Background: an optimization exercise with open tools, aiming at small area, a short achievable clock period and few clock cycles. Do not read the settings as production practice. At most, simulation tests tie the RTL to the original design; equivalence was not proved. The RTL of runs 2 and 3 was laid out without a check of its function. No activity file was given, so power comes from the tool's default toggle rates.

<file path="flow/standard.sh">
#!/bin/bash
# synth_recipe.tcl (not shown) runs the flow's synth.tcl, then flattens the netlist and writes it again
# the make line also repeats each setting of config.mk as NAME=value (left out here)
make -C /OpenROAD-flow-scripts/flow DESIGN_CONFIG=/design/flow/config.mk WORK_HOME=/design/flow/orfs CLKGATE_MAP_FILE= SYNTH_SCRIPT=/design/flow/synth_recipe.tcl "${@:-finish}"
</file>
<file path="flow/flow/run.sh">
#!/bin/bash
# Standard layout (the standard.sh: ORFS synthesis to finish, same clock and
# constraints), with these changes to how the layout is made:
#  - after the floorplan step's own work, the combinational logic is re-mapped
#    for area by OpenROAD's restructure (flow/restructure.tcl), using the
#    platform library without its don't-use cells (flow/filter_lib.py);
#  - the port buffers that ORFS inserts are plain buffers (buf_1) rather than the
#    delay cell ORFS picks by default; every port still gets its own buffer;
#  - ORFS's timing repair aims for more setup slack than the clock needs;
#  - clock tree: clkbuf_8 buffers, larger sink clusters, no dummy loads.
set -euo pipefail
python3 flow/filter_lib.py "$FLOW_HOME/platforms/sky130hd/lib/sky130_fd_sc_hd__tt_025C_1v80.lib" \
  "$PWD/hd_nodontuse.lib" > filter_lib.log 2>&1
mkdir -p "$PWD/restructure_work"
export RESTRUCTURE_LIB="$PWD/hd_nodontuse.lib"
export RESTRUCTURE_WORK="$PWD/restructure_work"
export POST_FLOORPLAN_TCL="$PWD/flow/restructure.tcl"
export SETUP_SLACK_MARGIN=7.0
export BUFFER_PORTS_ARGS="-buffer_cell sky130_fd_sc_hd__buf_1"
export CTS_ARGS="-sink_clustering_enable -repair_clock_nets -buf_list sky130_fd_sc_hd__clkbuf_8 -sink_clustering_size 30 -sink_clustering_max_diameter 100 -dont_use_dummy_load"
bash standard.sh > standard_flow.log 2>&1
</file>
<file path="flow/config.mk">
export PLATFORM = sky130hd
export DESIGN_NAME = script_lexer_tokenizer_unit
export DESIGN_NICKNAME = script_lexer_tokenizer_unit
export VERILOG_FILES = /design/flow/design.v
export SDC_FILE = /design/flow/constraint.sdc
export NUM_CORES = 4
export LEC_CHECK = 0
export ABC_AREA = 1
export CAP_MARGIN = 20
export CORE_MARGIN = 2
export CORE_UTILIZATION = 40
export SLEW_MARGIN = 20
</file>
<file path="flow/constraint.sdc">
create_clock -name core_clock -period 11.0 [get_ports {i_clk}]
set_input_delay 2.2000 -clock core_clock [delete_from_list [all_inputs] [get_ports {i_clk}]]
set_output_delay 2.2000 -clock core_clock [all_outputs]
set_load 0.01 [all_outputs]
</file>
<file path="flow/flow/restructure.tcl">
# POST_FLOORPLAN hook: area-oriented re-mapping of the combinational logic with
# OpenROAD's restructure (ABC). Registers are untouched.
restructure -target area \
  -abc_logfile $::env(LOG_DIR)/2_1_restructure_abc.log \
  -liberty_file $::env(RESTRUCTURE_LIB) \
  -tielo_port sky130_fd_sc_hd__conb_1/LO -tiehi_port sky130_fd_sc_hd__conb_1/HI \
  -work_dir $::env(RESTRUCTURE_WORK)
</file>
<file path="flow/design.v">
    localparam [19:0] POS_CAP  = 20'hFFFFF;
    localparam [15:0] LINE_CAP = 16'hFFFF;
    localparam [5:0] K_LPAREN  = 6'd0;
    localparam [5:0] K_RPAREN  = 6'd1;
    localparam [5:0] K_LBRACE  = 6'd2;
    localparam [5:0] K_RBRACE  = 6'd3;
    localparam [5:0] K_COMMA   = 6'd4;
    localparam [5:0] K_DOT     = 6'd5;
    localparam [5:0] K_MINUS   = 6'd6;
    localparam [5:0] K_PLUS    = 6'd7;
    localparam [5:0] K_SEMI    = 6'd8;
    localparam [5:0] K_SLASH   = 6'd9;
    localparam [5:0] K_STAR    = 6'd10;
    localparam [5:0] K_BANG    = 6'd11;
    localparam [5:0] K_EQUAL   = 6'd13;
    localparam [5:0] K_GREATER = 6'd15;
    localparam [5:0] K_LESS    = 6'd17;
    localparam [5:0] K_IDENT   = 6'd19;
    localparam [5:0] K_STRING  = 6'd20;
    localparam [5:0] K_NUMBER  = 6'd21;
    localparam [5:0] K_KW_BASE = 6'd22;
    localparam [5:0] K_END     = 6'd38;
    localparam [5:0] K_ERROR   = 6'd39;
    localparam [3:0] S_IDLE    = 4'd0;
    localparam [3:0] S_OP      = 4'd1;
    localparam [3:0] S_SLASH   = 4'd2;
    localparam [3:0] S_COMMENT = 4'd3;
    localparam [3:0] S_STR     = 4'd4;
    localparam [3:0] S_IDENT   = 4'd5;
    localparam [3:0] S_INT     = 4'd6;
    localparam [3:0] S_INTDOT  = 4'd7;
    localparam [3:0] S_FRAC    = 4'd8;
    function automatic is_digit(input [7:0] c);
        is_digit = (c >= 8'h30) && (c <= 8'h39);
    endfunction
    function automatic is_alpha(input [7:0] c);
        is_alpha = ((c >= 8'h61) && (c <= 8'h7A)) || ((c >= 8'h41) && (c <= 8'h5A)) ||
                   (c == 8'h5F);
    endfunction
    function automatic [5:0] paired_kind(input [5:0] k);
        case (k[2:0])
            3'd3:    paired_kind = 6'd12;
            3'd5:    paired_kind = 6'd14;
            3'd7:    paired_kind = 6'd16;
            default: paired_kind = 6'd18;
        endcase
    endfunction
    function automatic [5:0] single_kind(input [7:0] c);
        case (c)
            "(": single_kind = K_LPAREN;
            ")": single_kind = K_RPAREN;
            "{": single_kind = K_LBRACE;
            "}": single_kind = K_RBRACE;
            ",": single_kind = K_COMMA;
            ".": single_kind = K_DOT;
            "-": single_kind = K_MINUS;
            "+": single_kind = K_PLUS;
            ";": single_kind = K_SEMI;
            default: single_kind = K_STAR;
        endcase
    endfunction
    function automatic is_single(input [7:0] c);
        case (c)
            "(", ")", "{", "}", ",", ".", "-", "+", ";", "*": is_single = 1'b1;
            default: is_single = 1'b0;
        endcase
    endfunction
    function automatic [5:0] op_kind(input [7:0] c);
        case (c)
            "=":     op_kind = K_EQUAL;
            ">":     op_kind = K_GREATER;
            "<":     op_kind = K_LESS;
            default: op_kind = K_BANG;
        endcase
    endfunction
    localparam KW_W = 7;
    function automatic [6:0] kw_first(input [7:0] c);
        case (c)
            "a": kw_first = {3'd1, 4'd0};
            "c": kw_first = {3'd1, 4'd1};
            "e": kw_first = {3'd1, 4'd2};
            "f": kw_first = {3'd1, 4'd3};
            "i": kw_first = {3'd1, 4'd6};
            "n": kw_first = {3'd1, 4'd7};
            "o": kw_first = {3'd1, 4'd8};
            "p": kw_first = {3'd1, 4'd9};
            "r": kw_first = {3'd1, 4'd10};
            "s": kw_first = {3'd1, 4'd11};
            "t": kw_first = {3'd1, 4'd12};
            "v": kw_first = {3'd1, 4'd14};
            "w": kw_first = {3'd1, 4'd15};
            default: kw_first = 7'd0;
        endcase
    endfunction
    function automatic [6:0] kw_step(input [6:0] s, input [7:0] c);
        kw_step = 7'd0;
        case (s)
            {3'd1, 4'd0}: case (c)
                "n": kw_step = {3'd2, 4'd0};
                default: ;
            endcase
            {3'd2, 4'd0}: case (c)
                "d": kw_step = {3'd3, 4'd0};
                default: ;
            endcase
            {3'd1, 4'd1}: case (c)
                "l": kw_step = {3'd2, 4'd1};
                default: ;
            endcase
            {3'd2, 4'd1}: case (c)
                "a": kw_step = {3'd3, 4'd1};
                default: ;
            endcase
            {3'd3, 4'd1}: case (c)
                "s": kw_step = {3'd4, 4'd1};
                default: ;
            endcase
            {3'd4, 4'd1}: case (c)
                "s": kw_step = {3'd5, 4'd1};
                default: ;
            endcase
            {3'd1, 4'd2}: case (c)
                "l": kw_step = {3'd2, 4'd2};
                default: ;
            endcase
            {3'd2, 4'd2}: case (c)
                "s": kw_step = {3'd3, 4'd2};
                default: ;
            endcase
            {3'd3, 4'd2}: case (c)
                "e": kw_step = {3'd4, 4'd2};
                default: ;
            endcase
            {3'd1, 4'd3}: case (c)
                "a": kw_step = {3'd2, 4'd3};
                "o": kw_step = {3'd2, 4'd5};
                "u": kw_step = {3'd2, 4'd4};
                default: ;
            endcase
            {3'd2, 4'd3}: case (c)
                "l": kw_step = {3'd3, 4'd3};
                default: ;
            endcase
            {3'd3, 4'd3}: case (c)
                "s": kw_step = {3'd4, 4'd3};
                default: ;
            endcase
            {3'd4, 4'd3}: case (c)
                "e": kw_step = {3'd5, 4'd3};
                default: ;
            endcase
            {3'd2, 4'd4}: case (c)
                "n": kw_step = {3'd3, 4'd4};
                default: ;
            endcase
            {3'd2, 4'd5}: case (c)
                "r": kw_step = {3'd3, 4'd5};
                default: ;
            endcase
            {3'd1, 4'd6}: case (c)
                "f": kw_step = {3'd2, 4'd6};
                default: ;
            endcase
            {3'd1, 4'd7}: case (c)
                "i": kw_step = {3'd2, 4'd7};
                default: ;
            endcase
            {3'd2, 4'd7}: case (c)
                "l": kw_step = {3'd3, 4'd7};
                default: ;
            endcase
            {3'd1, 4'd8}: case (c)
                "r": kw_step = {3'd2, 4'd8};
                default: ;
            endcase
            {3'd1, 4'd9}: case (c)
                "r": kw_step = {3'd2, 4'd9};
                default: ;
            endcase
            {3'd2, 4'd9}: case (c)
                "i": kw_step = {3'd3, 4'd9};
                default: ;
            endcase
            {3'd3, 4'd9}: case (c)
                "n": kw_step = {3'd4, 4'd9};
                default: ;
            endcase
            {3'd4, 4'd9}: case (c)
                "t": kw_step = {3'd5, 4'd9};
                default: ;
            endcase
            {3'd1, 4'd10}: case (c)
                "e": kw_step = {3'd2, 4'd10};
                default: ;
            endcase
            {3'd2, 4'd10}: case (c)
                "t": kw_step = {3'd3, 4'd10};
                default: ;
            endcase
            {3'd3, 4'd10}: case (c)
                "u": kw_step = {3'd4, 4'd10};
                default: ;
            endcase
            {3'd4, 4'd10}: case (c)
                "r": kw_step = {3'd5, 4'd10};
                default: ;
            endcase
            {3'd5, 4'd10}: case (c)
                "n": kw_step = {3'd6, 4'd10};
                default: ;
            endcase
            {3'd1, 4'd11}: case (c)
                "u": kw_step = {3'd2, 4'd11};
                default: ;
            endcase
            {3'd2, 4'd11}: case (c)
                "p": kw_step = {3'd3, 4'd11};
                default: ;
            endcase
            {3'd3, 4'd11}: case (c)
                "e": kw_step = {3'd4, 4'd11};
                default: ;
            endcase
            {3'd4, 4'd11}: case (c)
                "r": kw_step = {3'd5, 4'd11};
                default: ;
            endcase
            {3'd1, 4'd12}: case (c)
                "h": kw_step = {3'd2, 4'd12};
                "r": kw_step = {3'd2, 4'd13};
                default: ;
            endcase
            {3'd2, 4'd12}: case (c)
                "i": kw_step = {3'd3, 4'd12};
                default: ;
            endcase
            {3'd3, 4'd12}: case (c)
                "s": kw_step = {3'd4, 4'd12};
                default: ;
            endcase
            {3'd2, 4'd13}: case (c)
                "u": kw_step = {3'd3, 4'd13};
                default: ;
            endcase
            {3'd3, 4'd13}: case (c)
                "e": kw_step = {3'd4, 4'd13};
                default: ;
            endcase
            {3'd1, 4'd14}: case (c)
                "a": kw_step = {3'd2, 4'd14};
                default: ;
            endcase
            {3'd2, 4'd14}: case (c)
                "r": kw_step = {3'd3, 4'd14};
                default: ;
            endcase
            {3'd1, 4'd15}: case (c)
                "h": kw_step = {3'd2, 4'd15};
                default: ;
            endcase
            {3'd2, 4'd15}: case (c)
                "i": kw_step = {3'd3, 4'd15};
                default: ;
            endcase
            {3'd3, 4'd15}: case (c)
                "l": kw_step = {3'd4, 4'd15};
                default: ;
            endcase
            {3'd4, 4'd15}: case (c)
                "e": kw_step = {3'd5, 4'd15};
                default: ;
            endcase
            default: ;
        endcase
    endfunction
    function automatic [5:0] kw_kind(input [6:0] s);
        case (s)
            {3'd3, 4'd0}: kw_kind = 6'd22;
            {3'd5, 4'd1}: kw_kind = 6'd23;
            {3'd4, 4'd2}: kw_kind = 6'd24;
            {3'd5, 4'd3}: kw_kind = 6'd25;
            {3'd3, 4'd4}: kw_kind = 6'd26;
            {3'd3, 4'd5}: kw_kind = 6'd27;
            {3'd2, 4'd6}: kw_kind = 6'd28;
            {3'd3, 4'd7}: kw_kind = 6'd29;
            {3'd2, 4'd8}: kw_kind = 6'd30;
            {3'd5, 4'd9}: kw_kind = 6'd31;
            {3'd6, 4'd10}: kw_kind = 6'd32;
            {3'd5, 4'd11}: kw_kind = 6'd33;
            {3'd4, 4'd12}: kw_kind = 6'd34;
            {3'd4, 4'd13}: kw_kind = 6'd35;
            {3'd3, 4'd14}: kw_kind = 6'd36;
            {3'd5, 4'd15}: kw_kind = 6'd37;
            default: kw_kind = 6'd19;
        endcase
    endfunction
`timescale 1ns / 1ps
module script_lexer_tokenizer_unit (
    input  logic        i_clk,
    input  logic        i_rst_n,
    input  logic        i_byte_valid,
    output logic        o_byte_ready,
    input  logic [7:0]  i_byte_ch,
    input  logic        i_byte_final,
    output logic        o_tok_valid,
    input  logic        i_tok_ready,
    output logic [5:0]  o_tok_kind,
    output logic [19:0] o_tok_start,
    output logic [19:0] o_tok_len,
    output logic [15:0] o_tok_line,
    output logic [15:0] o_tok_col,
    output logic [7:0]  o_tok_bad,
    output logic        o_tok_last
);
    localparam [19:0] POS_CAP  = 20'hFFFFF;
    localparam [15:0] LINE_CAP = 16'hFFFF;
    localparam [5:0] K_LPAREN  = 6'd0;
    localparam [5:0] K_RPAREN  = 6'd1;
    localparam [5:0] K_LBRACE  = 6'd2;
    localparam [5:0] K_RBRACE  = 6'd3;
    localparam [5:0] K_COMMA   = 6'd4;
    localparam [5:0] K_DOT     = 6'd5;
    localparam [5:0] K_MINUS   = 6'd6;
    localparam [5:0] K_PLUS    = 6'd7;
    localparam [5:0] K_SEMI    = 6'd8;
    localparam [5:0] K_SLASH   = 6'd9;
    localparam [5:0] K_STAR    = 6'd10;
    localparam [5:0] K_BANG    = 6'd11;
    localparam [5:0] K_EQUAL   = 6'd13;
    localparam [5:0] K_GREATER = 6'd15;
    localparam [5:0] K_LESS    = 6'd17;
    localparam [5:0] K_IDENT   = 6'd19;
    localparam [5:0] K_STRING  = 6'd20;
    localparam [5:0] K_NUMBER  = 6'd21;
    localparam [5:0] K_KW_BASE = 6'd22;
    localparam [5:0] K_END     = 6'd38;
    localparam [5:0] K_ERROR   = 6'd39;
    localparam [3:0] S_IDLE    = 4'd0;
    localparam [3:0] S_OP      = 4'd1;
    localparam [3:0] S_SLASH   = 4'd2;
    localparam [3:0] S_COMMENT = 4'd3;
    localparam [3:0] S_STR     = 4'd4;
    localparam [3:0] S_IDENT   = 4'd5;
    localparam [3:0] S_INT     = 4'd6;
    localparam [3:0] S_INTDOT  = 4'd7;
    localparam [3:0] S_FRAC    = 4'd8;
    function automatic is_digit(input [7:0] c);
        is_digit = (c >= 8'h30) && (c <= 8'h39);
    endfunction
    function automatic is_alpha(input [7:0] c);
        is_alpha = ((c >= 8'h61) && (c <= 8'h7A)) || ((c >= 8'h41) && (c <= 8'h5A)) ||
                   (c == 8'h5F);
    endfunction
    function automatic [5:0] paired_kind(input [5:0] k);
        case (k[2:0])
            3'd3:    paired_kind = 6'd12;
            3'd5:    paired_kind = 6'd14;
            3'd7:    paired_kind = 6'd16;
            default: paired_kind = 6'd18;
        endcase
    endfunction
    function automatic [5:0] single_kind(input [7:0] c);
        case (c)
            "(": single_kind = K_LPAREN;
            ")": single_kind = K_RPAREN;
            "{": single_kind = K_LBRACE;
            "}": single_kind = K_RBRACE;
            ",": single_kind = K_COMMA;
            ".": single_kind = K_DOT;
            "-": single_kind = K_MINUS;
            "+": single_kind = K_PLUS;
            ";": single_kind = K_SEMI;
            default: single_kind = K_STAR;
        endcase
    endfunction
    function automatic is_single(input [7:0] c);
        case (c)
            "(", ")", "{", "}", ",", ".", "-", "+", ";", "*": is_single = 1'b1;
            default: is_single = 1'b0;
        endcase
    endfunction
    function automatic [5:0] op_kind(input [7:0] c);
        case (c)
            "=":     op_kind = K_EQUAL;
            ">":     op_kind = K_GREATER;
            "<":     op_kind = K_LESS;
            default: op_kind = K_BANG;
        endcase
    endfunction
    localparam KW_W = 7;
    function automatic [6:0] kw_first(input [7:0] c);
        case (c)
            "a": kw_first = {3'd1, 4'd0};
            "c": kw_first = {3'd1, 4'd1};
            "e": kw_first = {3'd1, 4'd2};
            "f": kw_first = {3'd1, 4'd3};
            "i": kw_first = {3'd1, 4'd6};
            "n": kw_first = {3'd1, 4'd7};
            "o": kw_first = {3'd1, 4'd8};
            "p": kw_first = {3'd1, 4'd9};
            "r": kw_first = {3'd1, 4'd10};
            "s": kw_first = {3'd1, 4'd11};
            "t": kw_first = {3'd1, 4'd12};
            "v": kw_first = {3'd1, 4'd14};
            "w": kw_first = {3'd1, 4'd15};
            default: kw_first = 7'd0;
        endcase
    endfunction
    function automatic [6:0] kw_step(input [6:0] s, input [7:0] c);
        kw_step = 7'd0;
        case (s)
            {3'd1, 4'd0}: case (c)
                "n": kw_step = {3'd2, 4'd0};
                default: ;
            endcase
            {3'd2, 4'd0}: case (c)
                "d": kw_step = {3'd3, 4'd0};
                default: ;
            endcase
            {3'd1, 4'd1}: case (c)
                "l": kw_step = {3'd2, 4'd1};
                default: ;
            endcase
            {3'd2, 4'd1}: case (c)
                "a": kw_step = {3'd3, 4'd1};
                default: ;
            endcase
            {3'd3, 4'd1}: case (c)
                "s": kw_step = {3'd4, 4'd1};
                default: ;
            endcase
            {3'd4, 4'd1}: case (c)
                "s": kw_step = {3'd5, 4'd1};
                default: ;
            endcase
            {3'd1, 4'd2}: case (c)
                "l": kw_step = {3'd2, 4'd2};
                default: ;
            endcase
            {3'd2, 4'd2}: case (c)
                "s": kw_step = {3'd3, 4'd2};
                default: ;
            endcase
            {3'd3, 4'd2}: case (c)
                "e": kw_step = {3'd4, 4'd2};
                default: ;
            endcase
            {3'd1, 4'd3}: case (c)
                "a": kw_step = {3'd2, 4'd3};
                "o": kw_step = {3'd2, 4'd5};
                "u": kw_step = {3'd2, 4'd4};
                default: ;
            endcase
            {3'd2, 4'd3}: case (c)
                "l": kw_step = {3'd3, 4'd3};
                default: ;
            endcase
            {3'd3, 4'd3}: case (c)
                "s": kw_step = {3'd4, 4'd3};
                default: ;
            endcase
            {3'd4, 4'd3}: case (c)
                "e": kw_step = {3'd5, 4'd3};
                default: ;
            endcase
            {3'd2, 4'd4}: case (c)
                "n": kw_step = {3'd3, 4'd4};
                default: ;
            endcase
            {3'd2, 4'd5}: case (c)
                "r": kw_step = {3'd3, 4'd5};
                default: ;
            endcase
            {3'd1, 4'd6}: case (c)
                "f": kw_step = {3'd2, 4'd6};
                default: ;
            endcase
            {3'd1, 4'd7}: case (c)
                "i": kw_step = {3'd2, 4'd7};
                default: ;
            endcase
            {3'd2, 4'd7}: case (c)
                "l": kw_step = {3'd3, 4'd7};
                default: ;
            endcase
            {3'd1, 4'd8}: case (c)
                "r": kw_step = {3'd2, 4'd8};
                default: ;
            endcase
            {3'd1, 4'd9}: case (c)
                "r": kw_step = {3'd2, 4'd9};
                default: ;
            endcase
            {3'd2, 4'd9}: case (c)
                "i": kw_step = {3'd3, 4'd9};
                default: ;
            endcase
            {3'd3, 4'd9}: case (c)
                "n": kw_step = {3'd4, 4'd9};
                default: ;
            endcase
            {3'd4, 4'd9}: case (c)
                "t": kw_step = {3'd5, 4'd9};
                default: ;
            endcase
            {3'd1, 4'd10}: case (c)
                "e": kw_step = {3'd2, 4'd10};
                default: ;
            endcase
            {3'd2, 4'd10}: case (c)
                "t": kw_step = {3'd3, 4'd10};
                default: ;
            endcase
            {3'd3, 4'd10}: case (c)
                "u": kw_step = {3'd4, 4'd10};
                default: ;
            endcase
            {3'd4, 4'd10}: case (c)
                "r": kw_step = {3'd5, 4'd10};
                default: ;
            endcase
            {3'd5, 4'd10}: case (c)
                "n": kw_step = {3'd6, 4'd10};
                default: ;
            endcase
            {3'd1, 4'd11}: case (c)
                "u": kw_step = {3'd2, 4'd11};
                default: ;
            endcase
            {3'd2, 4'd11}: case (c)
                "p": kw_step = {3'd3, 4'd11};
                default: ;
            endcase
            {3'd3, 4'd11}: case (c)
                "e": kw_step = {3'd4, 4'd11};
                default: ;
            endcase
            {3'd4, 4'd11}: case (c)
                "r": kw_step = {3'd5, 4'd11};
                default: ;
            endcase
            {3'd1, 4'd12}: case (c)
                "h": kw_step = {3'd2, 4'd12};
                "r": kw_step = {3'd2, 4'd13};
                default: ;
            endcase
            {3'd2, 4'd12}: case (c)
                "i": kw_step = {3'd3, 4'd12};
                default: ;
            endcase
            {3'd3, 4'd12}: case (c)
                "s": kw_step = {3'd4, 4'd12};
                default: ;
            endcase
            {3'd2, 4'd13}: case (c)
                "u": kw_step = {3'd3, 4'd13};
                default: ;
            endcase
            {3'd3, 4'd13}: case (c)
                "e": kw_step = {3'd4, 4'd13};
                default: ;
            endcase
            {3'd1, 4'd14}: case (c)
                "a": kw_step = {3'd2, 4'd14};
                default: ;
            endcase
            {3'd2, 4'd14}: case (c)
                "r": kw_step = {3'd3, 4'd14};
                default: ;
            endcase
            {3'd1, 4'd15}: case (c)
                "h": kw_step = {3'd2, 4'd15};
                default: ;
            endcase
            {3'd2, 4'd15}: case (c)
                "i": kw_step = {3'd3, 4'd15};
                default: ;
            endcase
            {3'd3, 4'd15}: case (c)
                "l": kw_step = {3'd4, 4'd15};
                default: ;
            endcase
            {3'd4, 4'd15}: case (c)
                "e": kw_step = {3'd5, 4'd15};
                default: ;
            endcase
            default: ;
        endcase
    endfunction
    function automatic [5:0] kw_kind(input [6:0] s);
        case (s)
            {3'd3, 4'd0}: kw_kind = 6'd22;
            {3'd5, 4'd1}: kw_kind = 6'd23;
            {3'd4, 4'd2}: kw_kind = 6'd24;
            {3'd5, 4'd3}: kw_kind = 6'd25;
            {3'd3, 4'd4}: kw_kind = 6'd26;
            {3'd3, 4'd5}: kw_kind = 6'd27;
            {3'd2, 4'd6}: kw_kind = 6'd28;
            {3'd3, 4'd7}: kw_kind = 6'd29;
            {3'd2, 4'd8}: kw_kind = 6'd30;
            {3'd5, 4'd9}: kw_kind = 6'd31;
            {3'd6, 4'd10}: kw_kind = 6'd32;
            {3'd5, 4'd11}: kw_kind = 6'd33;
            {3'd4, 4'd12}: kw_kind = 6'd34;
            {3'd4, 4'd13}: kw_kind = 6'd35;
            {3'd3, 4'd14}: kw_kind = 6'd36;
            {3'd5, 4'd15}: kw_kind = 6'd37;
            default: kw_kind = 6'd19;
        endcase
    endfunction
    logic        r_bv, r_fin;
    logic [7:0]  r_ch;
    logic        r_bv1, r_fin1, r_bv2, r_fin2;
    logic [7:0]  r_ch1, r_ch2;
    logic        r_vout, r_lout;
    logic [3:0]  r_mode, n_mode;
    logic        r_pend, n_pend;     
    logic        r_plast, n_plast;   
    logic        r_post, n_post;     
    logic        r_endp, n_endp;     
    logic [5:0]  r_kind, n_kind;
    logic [KW_W-1:0] r_trie, n_trie;
    logic [19:0] r_tb, r_len, r_pos;
    logic [15:0] r_line, r_col;
    logic        r_errh, n_errh;     
    logic        consume;
    wire [7:0] c        = r_ch;
    wire       c_dig    = is_digit(c);
    wire       c_alp    = is_alpha(c);
    wire       c_aln    = c_dig || c_alp;
    wire       c_single = is_single(c);
    wire       c_op     = (c == "!") || (c == "=") || (c == "<") || (c == ">");
    wire       c_slash  = (c == "/");
    wire       c_quote  = (c == "\"");
    wire       c_nl     = (c == 8'h0A);
    wire       c_ws     = (c == " ") || (c == 8'h0D) || (c == 8'h09);
    wire       c_eq     = (c == "=");
    wire       c_dot    = (c == ".");
    wire       c_err    = !(c_single || c_op || c_slash || c_quote || c_nl || c_ws || c_aln);
    wire        pos_sat  = &r_pos;
    wire        col_sat  = &r_col;
    wire        line_sat = &r_line;
    logic adv, len_adv, line_adv, tb_ld, len_ld, len_v, col_set1, clr;
    logic terminates, closable;
    always_comb begin
        terminates = 1'b0;
        closable   = 1'b1;
        case (r_mode)
            S_OP:     terminates = !c_eq;
            S_SLASH:  terminates = !c_slash;
            S_IDENT:  terminates = !c_aln;
            S_INT:    terminates = !c_dig && !c_dot;
            S_INTDOT: terminates = !c_dig;
            S_FRAC:   terminates = !c_dig;
            default:  closable = 1'b0;
        endcase
    end
    assign o_tok_valid = r_vout;
    assign o_tok_last  = r_lout;
    assign o_tok_kind  = r_kind;
    assign o_tok_start = r_tb;
    assign o_tok_len   = r_len;
    assign o_tok_line  = r_line;
    assign o_tok_col   = r_col;
    assign o_tok_bad   = r_errh ? r_ch : 8'd0;
    wire stall = r_vout && !i_tok_ready;
    always_comb begin
        logic do_idle, hold;
        n_mode = r_mode; n_pend = r_pend; n_plast = r_plast; n_post = r_post;
        n_endp = r_endp; n_kind = r_kind; n_trie = r_trie; n_errh = 1'b0;
        adv = 1'b0; len_adv = 1'b0; line_adv = 1'b0; tb_ld = 1'b0; len_ld = 1'b0;
        len_v = 1'b0; col_set1 = 1'b0; clr = 1'b0;
        consume = 1'b0; do_idle = 1'b0; hold = 1'b0;
        begin
            n_pend = 1'b0; n_plast = 1'b1;
            if (r_endp) begin
                n_endp = 1'b0; n_post = 1'b0; n_mode = S_IDLE;
                clr = 1'b1;
                consume = 1'b1;
            end else if (r_errh) begin
                if (r_fin) n_post = 1'b1;
                else consume = 1'b1;
            end else if (r_post) begin
                if (r_mode == S_INTDOT) begin
                    tb_ld = 1'b1; len_ld = 1'b1; len_v = !pos_sat; adv = 1'b1;
                    n_kind = K_DOT; n_pend = 1'b1; n_plast = 1'b0;
                    n_mode = S_IDLE;
                end else begin
                    tb_ld = 1'b1; len_ld = 1'b1; n_kind = K_END;
                    n_pend = 1'b1; n_plast = 1'b1; n_endp = 1'b1; n_mode = S_IDLE;
                end
            end else if (r_bv) begin
                case (r_mode)
                    S_OP: begin
                        if (c_eq) begin
                            adv = 1'b1; len_adv = 1'b1;
                            n_kind = paired_kind(r_kind); n_pend = 1'b1; n_mode = S_IDLE;
                        end else do_idle = 1'b1;
                    end
                    S_SLASH: begin
                        if (c_slash) begin
                            adv = 1'b1; len_adv = 1'b1; n_mode = S_COMMENT;
                        end else do_idle = 1'b1;
                    end
                    S_COMMENT: begin
                        if (!c_nl) begin
                            adv = 1'b1;
                        end else do_idle = 1'b1;
                    end
                    S_STR: begin
                        if (c_nl) line_adv = 1'b1;
                        adv = 1'b1; len_adv = 1'b1;
                        if (c_quote) begin
                            n_kind = K_STRING; n_pend = 1'b1; n_mode = S_IDLE;
                        end
                    end
                    S_IDENT: begin
                        if (c_aln) begin
                            n_trie = kw_step(r_trie, c); n_kind = kw_kind(n_trie);
                            adv = 1'b1; len_adv = 1'b1;
                        end else do_idle = 1'b1;
                    end
                    S_INT: begin
                        if (c_dig) begin
                            adv = 1'b1; len_adv = 1'b1;
                        end else if (c_dot) n_mode = S_INTDOT;
                        else do_idle = 1'b1;
                    end
                    S_FRAC: begin
                        if (c_dig) begin
                            adv = 1'b1; len_adv = 1'b1;
                        end else do_idle = 1'b1;
                    end
                    S_INTDOT: begin
                        hold = 1'b1;
                        if (c_dig) begin
                            adv = 1'b1; len_adv = 1'b1; n_mode = S_FRAC;
                        end else begin
                            tb_ld = 1'b1; len_ld = 1'b1; len_v = !pos_sat; adv = 1'b1;
                            n_kind = K_DOT; n_pend = 1'b1;
                            n_plast = !r_fin && !c_single && !c_err; n_mode = S_IDLE;
                        end
                    end
                    default: do_idle = 1'b1;
                endcase
                if (do_idle) begin
                    tb_ld = 1'b1; len_ld = 1'b1; len_v = !pos_sat; adv = 1'b1;
                    n_mode = S_IDLE;
                    if (c_single) begin
                        n_kind = single_kind(c); n_pend = 1'b1;
                    end else if (c_op) begin
                        n_kind = op_kind(c); n_mode = S_OP;
                    end else if (c_slash) begin
                        n_kind = K_SLASH; n_mode = S_SLASH;
                    end else if (c_quote) begin
                        n_kind = K_STRING; n_mode = S_STR;
                    end else if (c_nl) begin
                        col_set1 = 1'b1; line_adv = 1'b1;
                    end else if (c_dig) begin
                        n_kind = K_NUMBER; n_mode = S_INT;
                    end else if (c_alp) begin
                        n_trie = kw_first(c); n_kind = K_IDENT; n_mode = S_IDENT;
                    end else if (c_err) begin
                        n_kind = K_ERROR; len_v = 1'b1; n_pend = 1'b1; n_errh = 1'b1;
                        n_plast = !r_fin; hold = 1'b1;
                    end
                end
                if (!hold) begin
                    if (r_fin) begin
                        n_post = 1'b1; n_plast = 1'b0;
                    end else consume = 1'b1;
                end
            end
        end
    end
    wire [19:0] pos_i  = pos_sat ? r_pos : r_pos + 20'd1;
    wire [19:0] len_i  = pos_sat ? r_len : r_len + 20'd1;
    wire [15:0] col_i  = col_sat ? r_col : r_col + 16'd1;
    wire [15:0] line_i = line_sat ? r_line : r_line + 16'd1;
    wire [19:0] n_pos  = clr ? 20'd0 : adv ? pos_i : r_pos;
    wire [15:0] n_col  = clr ? 16'd0 : col_set1 ? 16'd1 : adv ? col_i : r_col;
    wire [15:0] n_line = clr ? 16'd1 : line_adv ? line_i : r_line;
    wire [19:0] n_len  = len_ld ? {19'd0, len_v} : len_adv ? len_i : r_len;
    wire       accept = i_byte_valid && !r_bv2;
    wire       a_free = !r_bv || consume;    
    wire       x_bv   = a_free ? r_bv1 : 1'b1;
    wire [7:0] x_ch   = a_free ? r_ch1 : r_ch;
    wire       x_fin  = a_free ? r_fin1 : r_fin;
    logic x_term, x_closable;
    always_comb begin
        x_term = 1'b0;
        x_closable = 1'b1;
        case (n_mode)
            S_OP:     x_term = (x_ch != "=");
            S_SLASH:  x_term = (x_ch != "/");
            S_IDENT:  x_term = !(is_digit(x_ch) || is_alpha(x_ch));
            S_INT:    x_term = !is_digit(x_ch) && (x_ch != ".");
            S_INTDOT: x_term = !is_digit(x_ch);
            S_FRAC:   x_term = !is_digit(x_ch);
            default:  x_closable = 1'b0;
        endcase
    end
    wire x_tokbyte = is_single(x_ch) ||
                     !(is_digit(x_ch) || is_alpha(x_ch) || (x_ch == "!") || (x_ch == "=") ||
                       (x_ch == "<") || (x_ch == ">") || (x_ch == "/") || (x_ch == "\"") ||
                       (x_ch == 8'h0A) || (x_ch == " ") || (x_ch == 8'h0D) || (x_ch == 8'h09));
    wire x_close = x_bv && !n_post && x_term;
    assign o_byte_ready = !r_bv2;
    wire q_move  = stall ? !r_bv : a_free;
    wire q1_move = q_move && r_bv1;
    always_ff @(posedge i_clk) begin
        if (!i_rst_n) begin
            r_bv <= 1'b0; r_bv1 <= 1'b0; r_bv2 <= 1'b0; r_vout <= 1'b0;
        end else begin
            if (q_move) r_bv <= r_bv1;
            if (q1_move) begin
                r_bv1 <= r_bv2 || accept;
                r_bv2 <= 1'b0;
            end else if (r_bv1) begin
                if (accept) r_bv2 <= 1'b1;
            end else begin
                r_bv1 <= accept;
            end
            if (!stall) r_vout <= n_pend || x_close || (n_post && x_closable);
        end
    end
    always_ff @(posedge i_clk) begin
        if (q_move) begin
            r_ch  <= r_ch1;
            r_fin <= r_fin1;
        end
        if (q1_move ? !r_bv2 : !r_bv1) begin
            r_ch1  <= i_byte_ch;
            r_fin1 <= i_byte_final;
        end else if (q1_move) begin
            r_ch1  <= r_ch2;
            r_fin1 <= r_fin2;
        end
        if (accept) begin
            r_ch2  <= i_byte_ch;
            r_fin2 <= i_byte_final;
        end
        if (!stall)
            r_lout <= n_pend ? n_plast :
                      x_close && !x_fin && (n_mode != S_INTDOT) && !x_tokbyte;
    end
    always_ff @(posedge i_clk) begin
        if (!i_rst_n) begin
            r_mode <= S_IDLE; r_pend <= 1'b0; r_errh <= 1'b0; r_post <= 1'b0; r_endp <= 1'b0;
            r_pos <= '0; r_line <= 16'd1; r_col <= '0;
        end else if (!stall) begin
            r_mode <= n_mode; r_pend <= n_pend; r_errh <= n_errh; r_post <= n_post; r_endp <= n_endp;
            r_pos <= n_pos; r_line <= n_line; r_col <= n_col;
        end
    end
    always_ff @(posedge i_clk) begin
        if (!stall) begin
            r_plast <= n_plast; r_kind <= n_kind; r_trie <= n_trie; r_len <= n_len;
            if (tb_ld) r_tb <= r_pos;
        end
    end
endmodule
</file>
<file path="flow/flow/filter_lib.py">
#!/usr/bin/env python3
# filter_lib.py IN OUT: copy a liberty file without the platform's don't-use cells
# (probe and lpflow cells), for the area restructuring step's ABC run.
import re, sys
src = open(sys.argv[1]).read()
out = []
pos = 0
pat = re.compile(r'\n(\s*)cell\s*\(\s*"?([\w]+)"?\s*\)\s*\{')
for m in pat.finditer(src):
    if m.start() < pos:
        continue
    name = m.group(2)
    if not (re.match(r'sky130_fd_sc_hd__(probe|probec)_p_8$', name) or
            name.startswith('sky130_fd_sc_hd__lpflow_')):
        continue
    # find the matching closing brace
    depth = 0
    i = m.end() - 1
    while True:
        ch = src[i]
        if ch == '{':
            depth += 1
        elif ch == '}':
            depth -= 1
            if depth == 0:
                break
        i += 1
    out.append(src[pos:m.start()])
    pos = i + 1
out.append(src[pos:])
open(sys.argv[2], 'w').write(''.join(out))
</file>
==> metrics.md, run 1 <==
| Metric | Value |
|---|---|
| Status | `finished clean` |
| Worst reg2reg startpoint | `r_ch[6]` |
| Mean post-synth cell area | `~7 sq um` |
| Die height | `157 um` |
| Reg power frac | `roughly 39%` |
| Via Count | `roughly 8,600` |
| GR Overflow Total | `0` |
| RR Endpoint | `r_vout` |
| Fin crit period | `4.77 ns` |
| Fraction of layout cells with a size suffix above 1 | `between 20% and 30%` |
| Cts hold-fix bufs | `0` |
| Area Growth Syn to Fin | `14.4%` |
| Largest net degree at the start of global routing | `29` |
| Mapped Area | `0.00935 sq mm` |
| Power Total | `roughly 2.1 mW` |
| Most common library cells after synthesis | `nand2_1 (290), inv_1 (200), nor2_1 (173)` |
| Dominant cell type by area after synthesis | `edfxtp_1` |
| Num rows | `55` |
| CTS Buffer Depth | `2` |
| Ys flop type | `edfxtp_1` |
| Post-synth top area share | `26.0%` |
| Net count, final | `1,193` |
| DRT Pass-1 Iters | `5` |
| Worst-path clk slew | `~0.080 ns` |
| Combinational cell fraction of total power | `between 40 and 50%` |
| Max-cap viol count | `0` |
| Final Max Tran Viols | `0` |
| Final hold vios | `0` |
| Final Skew | `0.0399 ns` |
| Net Sw Power | `around 0.84 mW` |
| Critical path required time | `roughly 11 ns` |
| CTS tree | `built` |
| WL/cell | `around 18 um` |
| Tcrit/Tclk final | `a little over two fifths` |
| Critical path arrival | `around 5.1 ns` |
| Count leader, synth | `nand2_1` |
| Syn nets | `1,354` |
| RePlAce Congestion | `roughly 0.98` |
| Sw Ratio | `a little over 40%` |
| Residual DRC | `0` |
| Post-synth EDFFs | `81` |
| DR vias/cell | `5.75` |
| Global-route wire length before repair | `around 40,000 um` |
| GRT Total Usage | `between 20% and 30%` |
| Flop-to-flop setup slack | `between 6 and 7 ns` |
| Hold Startpoint | `r_fin1` |
| Setup crit end kind | `flop` |
| Hold path depth | `0` |
| Worst setup margin | `~6.2 ns` |
| Top cells by area, synth | `edfxtp_1 (26%), dfxtp_1 (13%), nand2_1 (12%)` |
| PwrDens | `around 190 mW/mm^2` |
| Endpoint, Worst Hold | `r_fin` |
| IO Count | `102` |
| Setup TNS Final | `0 ns` |
| P_leak | `around 3.8 nW` |
| Post-Place Setup Slack | `between 4 and 5 ns` |
| Worst IR Drop VDD | `0.0935 mV` |
| Core ar. | `0.0228 sq mm` |
| Internal power | `about 1.2 mW` |
| Hpwl dp | `approximately 18,000 um` |
| Number of global-route vias before repair | `between 7,000 and 8,000` |
| Clock Sinks | `about 140` |
| PortBufs | `between 100 and 150` |
| Diodes inserted | `0` |
| WS Path Type | `flop to flop` |
| Clock share of power | `14.9%` |
| RSZ-0062 raised after global routing | `yes` |
| Root buf cell | `clkbuf_8` |
| Die width | `about 160 um` |
| Total Wirelength | `26,700 um` |
| FMAX | `around 210 MHz` |
| H-tree levels | `4` |
| R2r worst-path depth | `25` |
| Antenna violations before repair | `0` |
| Final setup viols | `0` |
| Synth unique cells | `56` |
| DR iter-0 viols | `around 810` |
| Max_slew headroom | `approximately 16%` |
| Total die area | `0.0246 sq mm` |
| Async set-or-reset flop fraction in the synthesized netlist | `0%` |
| Worst Tran Pin Value | `1.24 ns` |
| Worst setup SP type | `flop` |
| YS warnings | `1` |
| Seq/Total Area, Yosys | `39.5%` |
| Cells after Synth | `around 1,300` |
| Clk latency of the worst-skew pair | `0.46 ns` |
| Starting Density | `41.0%` |
| CP max FO | `5` |
| Flops & latches, synth | `approximately 140` |
| Number of buffers created by CTS | `17` |
| Hold Path Class | `flop to flop` |
| Remaining antenna violation count after routing | `0` |
## worst max-delay path, cell delays in order, from the launching register on
cell and delay [ns]:
edfxtp_1 0.48, buf_4 0.20, nor4_2 0.38, nor2b_1 0.26
clkinv_1 0.31, o311ai_2 0.27, nor3_4 0.09, inv_2 0.10
nor2_4 0.05, nor4_2 0.13, o22ai_1 0.14, nand2_2 0.17
buf_6 0.12, buf_6 0.09, o2bb2ai_2 0.05, nand2b_1 0.18
or2_4 0.26, nor2_4 0.16, inv_4 0.05, nor4_4 0.30
nor4_2 0.06, o21a_1 0.19, nor2_2 0.14, a221oi_2 0.09
nor4_1 0.29, nor2_1 0.07
## layer usage
layer | up-vias | routed length, um | global-route usage, %
li1 | 3976 | - | -
met1 | 3992 | 11300 | 26.7
met2 | 489 | 12200 | 32.5
met3 | 113 | 2080 | 4.96
met4 | 0 | 1130 | 10.1
met5 | - | 0 | 0
## worst max-delay path by stage
stage                     start        end  slack (ns)  depth (start not counted)
finish                  r_ch[6]     r_vout        6.23                         25
global route            r_ch[4]     r_vout        6.03                         26
CTS                     r_ch[4]     r_lout        6.48                         24
detailed placement      r_ch[0]  r_pos[18]        4.52                         25
global placement        r_ch[7]     r_lout        4.80                         23
floorplan           i_tok_ready   r_ch1[0]        7.09                          5
## layout make-up
class                           instances  area (sq um)
Clock buffer                           17           234
Fill cell                            2165         12100
Inverter                              128           561
Multi-Input combinational cell        674          4510
Sequential cell                       144          3700
Tap cell                              313           392
Timing Repair Buffer                  215          1290
## power by group through the flow
stage	combinational [mW]	clock (mW)	sequential, mW
CTS	0.830	0.319	0.798
global placement	0.658	0	0.809
floorplan	0.562	0	0.829
finish	0.948	0.306	0.802
detailed placement	0.651	0	0.810
global route	1.02	0.337	0.815
## flip-flops by register name, summed over array words and instances, names as in the netlist, 4 cells and up
register,count
r_ch1,8
r_line,16
r_len,20
r_ch,8
r_trie,7
r_col,16
r_mode,4
r_tb,20
r_pos,20
r_ch2,8
r_kind,6
## cells in the final DEF (no fill, tap or decap), types with 13 or more instances in the layout
cell	count
a21oi_1	27
a31oi_1	14
buf_1	101
buf_4	98
buf_6	16
clkbuf_8	17
clkinv_1	89
clkinv_2	15
dfxtp_1	61
edfxtp_1	81
nand2_1	56
nand3_1	20
nand4_1	21
nor2_1	136
nor2_4	23
nor3_1	55
nor4_1	19
o21a_1	20
o21ai_0	43
or3_1	13
## cells by family (layout without fill, tap and decap cells)
kind of cell	Yosys count	after routing	synth area share, %
adder cells (fa/ha/maj)	4	0	0.535
AND/OR/NAND/NOR	728	454	35.2
AO/OA/AOI/OAI	217	220	13.5
flip-flops	144	144	39.5
XOR/XNOR	7	0	0.656
multiplexers	9	0	1.08
buffers and inverters	228	360	9.54
## timing repair
item	in CTS	in global routing
setup buffers	75	31
gates resized for setup	161	91
endpoints found under the setup margin	163	66
pin swaps	37	39
cloned	0	0
## per-stage QoR
step / hold slack (ns) / util (%) / instance area, sq um / cells
global route: 0.463 / 46.9 / 10700 / 1491
global placement: 0.457 / 38.3 / 8720 / 1368
detailed placement: 0.456 / 38.3 / 8720 / 1368
finish: 0.466 / 46.9 / 10700 / 1491
floorplan: 0.408 / - / 9350 / 1337
CTS: 0.457 / 44.4 / 10100 / 1460
Testbench counts, summed over its fixed seeds: cycles 22,586.
==> inputs of run 2 (changes only) <==
--- a/flow/design.v
+++ b/flow/design.v
@@ -773,14 +773,10 @@
             end
         end
     end
-    wire [19:0] pos_i  = pos_sat ? r_pos : r_pos + 20'd1;
-    wire [19:0] len_i  = pos_sat ? r_len : r_len + 20'd1;
-    wire [15:0] col_i  = col_sat ? r_col : r_col + 16'd1;
-    wire [15:0] line_i = line_sat ? r_line : r_line + 16'd1;
-    wire [19:0] n_pos  = clr ? 20'd0 : adv ? pos_i : r_pos;
-    wire [15:0] n_col  = clr ? 16'd0 : col_set1 ? 16'd1 : adv ? col_i : r_col;
-    wire [15:0] n_line = clr ? 16'd1 : line_adv ? line_i : r_line;
-    wire [19:0] n_len  = len_ld ? {19'd0, len_v} : len_adv ? len_i : r_len;
+    wire [19:0] n_pos  = clr ? 20'd0 : r_pos + {19'd0, adv && !pos_sat};
+    wire [15:0] n_col  = clr ? 16'd0 : col_set1 ? 16'd1 : r_col + {15'd0, adv && !col_sat};
+    wire [15:0] n_line = clr ? 16'd1 : r_line + {15'd0, line_adv && !line_sat};
+    wire [19:0] n_len  = len_ld ? {19'd0, len_v} : r_len + {19'd0, len_adv && !pos_sat};
     wire       accept = i_byte_valid && !r_bv2;
     wire       a_free = !r_bv || consume;    
     wire       x_bv   = a_free ? r_bv1 : 1'b1;
==> flow/flow/run.sh (replaced) <==
#!/bin/bash
# Standard layout (the standard.sh: ORFS synthesis to finish, same clock and
# constraints), with these changes to how the layout is made:
#  - the port buffers that ORFS inserts are plain buffers (buf_1) rather than the
#    delay cell ORFS picks by default; every port still gets its own buffer;
#  - ORFS's timing repair aims for more setup slack than the clock needs;
#  - clock tree: clkbuf_8 buffers, larger sink clusters, no dummy loads.
set -euo pipefail
export SETUP_SLACK_MARGIN=7.3
export BUFFER_PORTS_ARGS="-buffer_cell sky130_fd_sc_hd__buf_1"
export CTS_ARGS="-sink_clustering_enable -repair_clock_nets -buf_list sky130_fd_sc_hd__clkbuf_8 -sink_clustering_size 30 -sink_clustering_max_diameter 100 -dont_use_dummy_load"
bash standard.sh > standard_flow.log 2>&1
removed: flow/flow/filter_lib.py
removed: flow/flow/restructure.tcl
==> metrics.md, run 2 <==
| Metric | Value |
|---|---|
| Dominant cell type by area after synthesis | `edfxtp_1 (unchanged)` |
| WS Path Type | `flop to output port (was flop to flop)` |
| Top cells by area, synth | `edfxtp_1 (26%), dfxtp_1 (14%), nand2_1 (10%) (was edfxtp_1 (26%), dfxtp_1 (13%), nand2_1 (12%))` |
| GRT Total Usage | `23.6% (was 20.7%)` |
| Net count, final | `1,557 (was 1,193)` |
| Critical path required time | `8.80 ns (was 11.32 ns)` |
| Ys flop type | `edfxtp_1 (unchanged)` |
| Setup TNS Final | `0 ns (unchanged)` |
| Top flop regs | `r_len (20), r_pos (20), r_tb (20) (unchanged)` |
| Status | `finished clean (unchanged)` |
| PortBufs | `101 (unchanged)` |
| Setup crit end kind | `output port (was flop)` |
| Number of buffers created by CTS | `17 (unchanged)` |
| Met2 WL post-DR | `14,200 um (was 12,200 um)` |
| GR Overflow Total | `0 (unchanged)` |
| Cells after Synth | `1,320 (was 1,337)` |
| PwrDens | `172 mW/mm^2 (was 192 mW/mm^2)` |
| Most common cell after layout, fill and taps aside | `nand2_1 (was nor2_1)` |
| Max_slew headroom | `38.9% (was 16.3%)` |
| IO Count | `102 (unchanged)` |
| Seq/Total Area, Yosys | `39.6% (was 39.5%)` |
| Final Skew | `0.0413 ns (was 0.0399 ns)` |
| Layout Utilization | `52.7% (was 46.9%)` |
| Global-route wire length before repair | `46,200 um (was 40,500 um)` |
| Post-Place Setup Slack | `6.21 ns (was 4.52 ns)` |
| FMAX | `270 MHz (was 209 MHz)` |
| Num rows | `55 (unchanged)` |
| Worst-path clk slew | `0.10 ns (was 0.08 ns)` |
| Die width | `157 um (about the same)` |
| Die height | `157 um (about the same)` |
| Most frequent cells in the layout | `nand2_1 (223), inv_1 (182), nor2_1 (142), buf_1 (100), buf_4 (88) (was nor2_1 (136), buf_1 (101), buf_4 (98), clkinv_1 (89), edfxtp_1 (81))` |
| Clock Sinks | `144 (unchanged)` |
| Remaining antenna violation count after routing | `0 (unchanged)` |
| RR Endpoint | `r_len[18] (was r_vout)` |
| Diodes inserted | `0 (unchanged)` |
| Mean post-synth cell area | `7.07 sq um (was 6.99 sq um)` |
| YS warnings | `1 (unchanged)` |
| Total die area | `0.0246 sq mm (about the same)` |
| Residual DRC | `0 (unchanged)` |
| Core ar. | `0.0228 sq mm (unchanged)` |
| Power Total | `2.07 mW (was 2.06 mW)` |
| CP max FO | `3 (was 5)` |
| Cts hold-fix bufs | `0 (unchanged)` |
| Detailed-routed wire length on met3 | `1930 um (was 2080 um)` |
| H-tree levels | `4 (unchanged)` |
| Worst IR Drop VDD | `0.113 mV (was 0.0935 mV)` |
| Fraction of layout cells with a size suffix above 1 | `22.1% (was 24.4%)` |
| Total Wirelength | `30,200 um (was 26,700 um)` |
| Most common library cells after synthesis | `nand2_1 (253), inv_1 (196), nor2_1 (179) (was nand2_1 (290), inv_1 (200), nor2_1 (173))` |
| R2r worst-path depth | `28 (was 25)` |
| Worst setup margin | `7.29 ns (was 6.23 ns)` |
| Final Max Tran Viols | `0 (unchanged)` |
| Crit. Startpoint | `r_ch[7] (was r_ch[6])` |
| Hold path depth | `0 (unchanged)` |
| WL/cell | `16.4 um (was 17.9 um)` |
| Antenna violations before repair | `0 (unchanged)` |
| DR iter-0 viols | `801 (was 809)` |
| WHS | `0.442 ns (was 0.466 ns)` |
| DP Cell Count | `1,714 (was 1,368)` |
| Flops & latches, synth | `144 (unchanged)` |
| RSZ-0062 raised after global routing | `yes (unchanged)` |
| Worst reg2reg startpoint | `r_ch[3] (was r_ch[6])` |
| Fin area | `0.0120 sq mm (was 0.0107 sq mm)` |
| Final hold vios | `0 (unchanged)` |
| Hpwl dp | `21,500 um (was 17,700 um)` |
| Final setup viols | `0 (unchanged)` |
| Post-synth top area share | `26.1% (was 26.0%)` |
| Synth unique cells | `63 (was 56)` |
| Dpl cell area | `0.0100 sq mm (was 0.00872 sq mm)` |
| Clk latency of the worst-skew pair | `0.45 ns (was 0.46 ns)` |
| Worst setup SP type | `flop (unchanged)` |
| Count leader, synth | `nand2_1 (unchanged)` |
| Hold Startpoint | `r_pos[14] (was r_fin1)` |
| Async set-or-reset flop fraction in the synthesized netlist | `0% (unchanged)` |
| P_leak | `4.90 nW (was 3.76 nW)` |
| Flop-to-flop setup slack | `7.35 ns (was 6.23 ns)` |
| Mapped Area | `0.00933 sq mm (was 0.00935 sq mm)` |
| DRT Pass-1 Iters | `5 (unchanged)` |
| Max-cap viol count | `0 (unchanged)` |
| Top layer in use | `met4 (unchanged)` |
| DR vias/cell | `5.35 (was 5.75)` |
| Endpoint, Worst Hold | `r_tb[14] (was r_fin)` |
| Tcrit/Tclk final | `33.7% (was 43.4%)` |
| Post-synth EDFFs | `81 (unchanged)` |
| Largest net degree at the start of global routing | `36 (was 29)` |
| Syn nets | `1,341 (was 1,354)` |
| Number of global-route vias before repair | `9,096 (was 7,926)` |
| Wl on met1 | `13,400 um (was 11,300 um)` |
| Via Count | `9,878 (was 8,570)` |
| Worst Tran Pin Value | `0.909 ns (was 1.24 ns)` |
| Fin crit period | `3.71 ns (was 4.77 ns)` |
| RePlAce Congestion | `0.986 (was 0.980)` |
| CTS Buffer Depth | `2 (unchanged)` |
| Root buf cell | `clkbuf_8 (unchanged)` |
| Starting Density | `41.0% (about the same)` |
| CTS tree | `built (unchanged)` |
| Area Growth Syn to Fin | `28.7% (was 14.4%)` |
| Critical path arrival | `1.51 ns (was 5.09 ns)` |
| Final std cells w/o fill | `1,847 (was 1,491)` |
| Hold Path Class | `flop to flop (unchanged)` |
[run 2: what timing repair did]
item | 4_1_cts | 5_1_grt
endpoints found under the setup margin | 99 | 69
gates resized for setup | 72 | 151
pin swaps | 34 | 67
buffers inserted | 63 | 51
gates cloned | 1 | 1
[run 2: metal layers]
layer / track usage, % / vias to the layer above
met5: 0 / -
met4: 8.17 / 0
met3: 3.60 / 51
met2: 38.1 / 368
met1: 32.3 / 4577
li1: - / 4882
[run 2: worst max-delay path by stage]
| stage | to | cells after the start | slack, ns |
|---|---|---|---|
| 2_1_floorplan | r_ch1[0] | 5 | 7.29 |
| 3_3_place_gp | r_col[14] | 23 | 6.45 |
| 3_5_place_dp | r_len[18] | 27 | 6.21 |
| 5_1_grt | r_len[18] | 28 | 7.06 |
| 6_report | o_tok_bad[7] | 6 | 7.29 |
| 4_1_cts | r_len[18] | 24 | 7.10 |
[run 2: critical path, stage by stage, from the launching register on]
cell and delay (ns):
edfxtp_1 0.47, buf_6 0.16, buf_6 0.11, buf_6 0.10, nand2_2 0.06, inv_1 0.04
buf_2 0.13
[run 2: kinds of logic after synthesis]
family / Yosys count / synth area share, %
simple gates: 692 / 33.5
mux: 9 / 1.09
compound gates: 227 / 14.4
fa+ha+maj: 8 / 1.07
flops: 144 / 39.6
xor+xnor: 8 / 0.751
buf+inv: 232 / 9.65
[run 2: report_power, final]
| group | total (mW) | switching (mW) | internal [mW] | leakage [nW] |
|---|---|---|---|---|
| clock | 0.314 | 0.178 | 0.136 | 0.122 |
| sequential | 0.806 | 0.105 | 0.701 | 1.34 |
| combinational | 0.945 | 0.601 | 0.345 | 3.44 |
| total | 2.07 | 0.884 | 1.18 | 4.90 |
[run 2: cell type report]
class	instances	area, sq um
Sequential cell	144	3700
Inverter	206	797
Timing Repair Buffer	222	1460
Fill cell	2187	10800
Multi-Input combinational cell	945	5420
Clock buffer	17	234
Tap cell	313	392
==> inputs of run 3 (changes only) <==
--- a/flow/flow/run.sh
+++ b/flow/flow/run.sh
@@ -6,7 +6,7 @@
 #  - ORFS's timing repair aims for more setup slack than the clock needs;
 #  - clock tree: clkbuf_8 buffers, larger sink clusters, no dummy loads.
 set -euo pipefail
-export SETUP_SLACK_MARGIN=7.3
+export SETUP_SLACK_MARGIN=7.0
 export BUFFER_PORTS_ARGS="-buffer_cell sky130_fd_sc_hd__buf_1"
 export CTS_ARGS="-sink_clustering_enable -repair_clock_nets -buf_list sky130_fd_sc_hd__clkbuf_8 -sink_clustering_size 30 -sink_clustering_max_diameter 100 -dont_use_dummy_load"
 bash standard.sh > standard_flow.log 2>&1
==> metrics.md, run 3 <==
| Metric | Value |
|---|---|
| Status | `finished clean (unchanged)` |
| Final Skew | `0.0394 ns (was 0.0413 ns)` |
| RePlAce Congestion | `0.975 (was 0.986)` |
| Most frequent cell on the critical path | `buf_4 (was buf_6)` |
| P_leak | `4.55 nW (was 4.90 nW)` |
| Starting Density | `41.0% (unchanged)` |
| Clock Sinks | `144 (unchanged)` |
| Die width | `157 um (unchanged)` |
| GRT Total Usage | `23.3% (was 23.6%)` |
| Post-synth EDFFs | `81 (unchanged)` |
| Flops & latches, synth | `144 (unchanged)` |
| Crit path buffers/inverters | `22 (was 5)` |
| Setup crit end kind | `flop (was output port)` |
| Ys flop type | `edfxtp_1 (unchanged)` |
| PortBufs | `101 (unchanged)` |
| Net count, final | `1,513 (was 1,557)` |
| Most common cell after layout, fill and taps aside | `nand2_1 (unchanged)` |
| Diodes inserted | `0 (unchanged)` |
| Max-cap viol count | `0 (unchanged)` |
| FMAX | `250 MHz (was 270 MHz)` |
| Count leader, synth | `nand2_1 (unchanged)` |
| Largest stage delay on the critical path | `0.44 ns (was 0.47 ns)` |
| Largest net degree at the start of global routing | `36 (unchanged)` |
| Total die area | `0.0246 sq mm (unchanged)` |
| Core ar. | `0.0228 sq mm (unchanged)` |
| Hold path depth | `0 (unchanged)` |
| Worst Tran Pin Value | `1.11 ns (was 0.909 ns)` |
| Synth unique cells | `63 (unchanged)` |
| PwrDens | `175 mW/mm^2 (was 172 mW/mm^2)` |
| Via Count | `9,696 (was 9,878)` |
| Antenna violations before repair | `0 (unchanged)` |
| GR met1 Demand/Resource | `32.5% (was 32.3%)` |
| Area Growth Syn to Fin | `19.6% (was 28.7%)` |
| Num rows | `55 (unchanged)` |
| RSZ-0062 raised after global routing | `yes (unchanged)` |
| CP max-delay cell | `edfxtp_1 (unchanged)` |
| Die height | `157 um (unchanged)` |
| Remaining antenna violation count after routing | `0 (unchanged)` |
| Critical path depth | `28 (was 6)` |
| IO Count | `102 (unchanged)` |
| WL/cell | `16.1 um (was 16.4 um)` |
| Worst IR Drop VDD | `0.0830 mV (was 0.113 mV)` |
| Dpl cell area | `0.0100 sq mm (about the same)` |
| Global-route wire length before repair | `45,600 um (was 46,200 um)` |
| Top Usage Layer GRT | `met2 (unchanged)` |
| Most common library cells after synthesis | `nand2_1 (253), inv_1 (196), nor2_1 (179) (unchanged)` |
| FILL cells | `2,265 (was 2,187)` |
| YS warnings | `1 (unchanged)` |
| CTS tree | `built (unchanged)` |
| Dominant cell type by area after synthesis | `edfxtp_1 (unchanged)` |
| Fin crit period | `4.00 ns (was 3.71 ns)` |
| GR Overflow Total | `0 (unchanged)` |
| CTS Buffer Depth | `2 (unchanged)` |
| Most frequent cells in the layout | `nand2_1 (240), inv_1 (188), nor2_1 (159), buf_1 (101), a21oi_1 (91) (was nand2_1 (223), inv_1 (182), nor2_1 (142), buf_1 (100), buf_4 (88))` |
| Clk latency of the worst-skew pair | `0.46 ns (was 0.45 ns)` |
| DR vias/cell | `5.38 (was 5.35)` |
| Mapped Area | `0.00933 sq mm (unchanged)` |
| Async set-or-reset flop fraction in the synthesized netlist | `0% (unchanged)` |
| H-tree levels | `4 (unchanged)` |
| Worst-path clk slew | `0.08 ns (was 0.10 ns)` |
| GR Util met3 | `3.96% (was 3.60%)` |
| Final setup viols | `0 (unchanged)` |
| Number of global-route vias before repair | `8,795 (was 9,096)` |
| CP max FO | `4 (was 3)` |
| Residual DRC | `0 (unchanged)` |
| Fin area | `0.0112 sq mm (was 0.0120 sq mm)` |
| Cells after Synth | `1,320 (unchanged)` |
| Syn nets | `1,341 (unchanged)` |
| Top cells by area, synth | `edfxtp_1 (26%), dfxtp_1 (14%), nand2_1 (10%) (unchanged)` |
| Worst setup SP type | `flop (unchanged)` |
| Post-synth top area share | `26.1% (unchanged)` |
| DR iter-0 viols | `726 (was 801)` |
| Root buf cell | `clkbuf_8 (unchanged)` |
| Max_slew headroom | `25.4% (was 38.9%)` |
| Seq/Total Area, Yosys | `39.6% (unchanged)` |
| R2r worst-path depth | `28 (unchanged)` |
| M2 GR Usage | `36.5% (was 38.1%)` |
| WS Path Type | `flop to flop (was flop to output port)` |
| Top flop regs | `r_len (20), r_pos (20), r_tb (20) (unchanged)` |
| Total Wirelength | `29,100 um (was 30,200 um)` |
| Number of buffers created by CTS | `17 (unchanged)` |
| Critical path required time | `11.14 ns (was 8.80 ns)` |
| Flop-to-flop setup slack | `7.00 ns (was 7.35 ns)` |
| DRT Pass-1 Iters | `6 (was 5)` |
| Setup TNS Final | `0 ns (unchanged)` |
| Hpwl dp | `21,100 um (was 21,500 um)` |
| Final hold vios | `0 (unchanged)` |
| Critical path arrival | `4.14 ns (was 1.51 ns)` |
| Hold Path Class | `flop to flop (unchanged)` |
| Fraction of layout cells with a size suffix above 1 | `15.4% (was 22.1%)` |
| Final Max Tran Viols | `0 (unchanged)` |
| Cell family with most CP delay | `buffers and inverters (unchanged)` |
| Tcrit/Tclk final | `36.3% (was 33.7%)` |
| Mean post-synth cell area | `7.07 sq um (unchanged)` |
==> run 3: cell count changes in the layout (fill, tap and decap cells not counted), moves of 10 or more <==
cell / change
nand2_1: +17
buf_4: -26
nor2_4: -14
nand3_1: +10
buf_6: -14
nor2_1: +17
nand2_4: -11
==> run 3: final timing paths <==
path	start	endpoint
max	r_ch[1]	r_trie[4]
min	r_fin1	r_fin
max reg2reg	r_ch[1]	r_trie[4]
min reg2reg	r_fin1	r_fin
==> run 3: metal layers <==
layer | wire length [um] | vias to the layer above
li1 | - | 4789
met1 | 13500 | 4423
met2 | 13000 | 403
met3 | 1750 | 81
met4 | 843 | 0
met5 | 0 | -
==> run 3: cell type report <==
type / instances / area [sq um] / area share, %
multi-input cells: 945 / 5030 / 45.1
flip-flops and latches: 144 / 3700 / 33.1
repair buffers: 178 / 1020 / 9.16
inverters: 206 / 786 / 7.04
well taps: 313 / 392 / 3.51
clock buffers: 17 / 234 / 2.10
==> run 3: worst register-to-register path: cells and delay by family, from the launching register on <==
kind | cells | cell delay (ns)
AOI/OAI and AO/OA | 2 | 0.47
buffers and inverters | 22 | 2.08
DFF | 1 | 0.44
and+or+nand+nor | 4 | 0.70
==> run 3: report_power, final <==
| part | internal [mW] | leakage (nW) | switching [mW] |
|---|---|---|---|
| registers | 0.701 | 1.34 | 0.100 |
| logic | 0.290 | 3.09 | 0.551 |
| clock network | 0.136 | 0.122 | 0.179 |
==> run 3: cell families after synthesis <==
kind of cell | Yosys count | share of synthesized area [%]
fa+ha+maj | 8 | 1.07
mux | 9 | 1.09
flops | 144 | 39.6
simple gates | 692 | 33.5
xor+xnor | 8 | 0.751
buf+inv | 232 | 9.65
compound gates | 227 | 14.4
==> run 3: per-stage QoR <==
| step | hold slack, ns | util [%] | instances | worst slack [ns] | power (mW) |
|---|---|---|---|---|---|
| 6_report | 0.431 | 49.0 | 1803 | 7.00 | 1.96 |
| 5_1_grt | 0.454 | 49.0 | 1803 | 6.83 | 2.10 |
| 4_1_cts | 0.435 | 46.8 | 1776 | 6.96 | 1.90 |
| 3_5_place_dp | 0.442 | 44.0 | 1714 | 6.13 | 1.52 |
| 3_3_place_gp | 0.432 | 44.0 | 1714 | 6.33 | 1.52 |
| 2_1_floorplan | 0.426 | - | 1320 | 7.21 | 1.29 |
==> run 3: what timing repair did <==
| action | 4_1_cts | 5_1_grt |
|---|---|---|
| setup endpoints to repair | 48 | 37 |
| setup buffers | 45 | 26 |
| cloned | 0 | 1 |
| endpoints found under the hold margin | 0 | 0 |
| resized for setup | 24 | 77 |
| pin swaps | 9 | 32 |
| hold buffers | 0 | 0 |

## port drivers added, routing unchanged
The results above use ideal ports. As a check the final layouts listed here were re-extracted and re-timed, cells and wires unchanged. Step 1, drivers: a clkbuf_16 drives i_clk and a buf_2 each remaining input, both assumed. Step 2 also shifts input and output timing later by t, the mid clock arrival at the registers, as if the neighbouring blocks saw the same clock. Slacks: ideal / step 1 / step 2; pairs: ideal / step 1.
| run | t, ns | setup slack, ns | worst slew at a driven data input, ns |
|---|---|---|---|
| run 1 | 0.476 | 6.227 / 6.227 / 6.176 | 0.04 |
| run 2 | 0.475 | 7.292 / 7.250 / 7.016 | 0.03 |
| run 3 | 0.480 | 7.004 / 7.004 / 6.813 | 0.03 |
After both steps setup and hold are still met in every run listed. The setup slack of run 2, which loses most, moves by -0.042 ns with the drivers and by -0.276 ns with both steps.
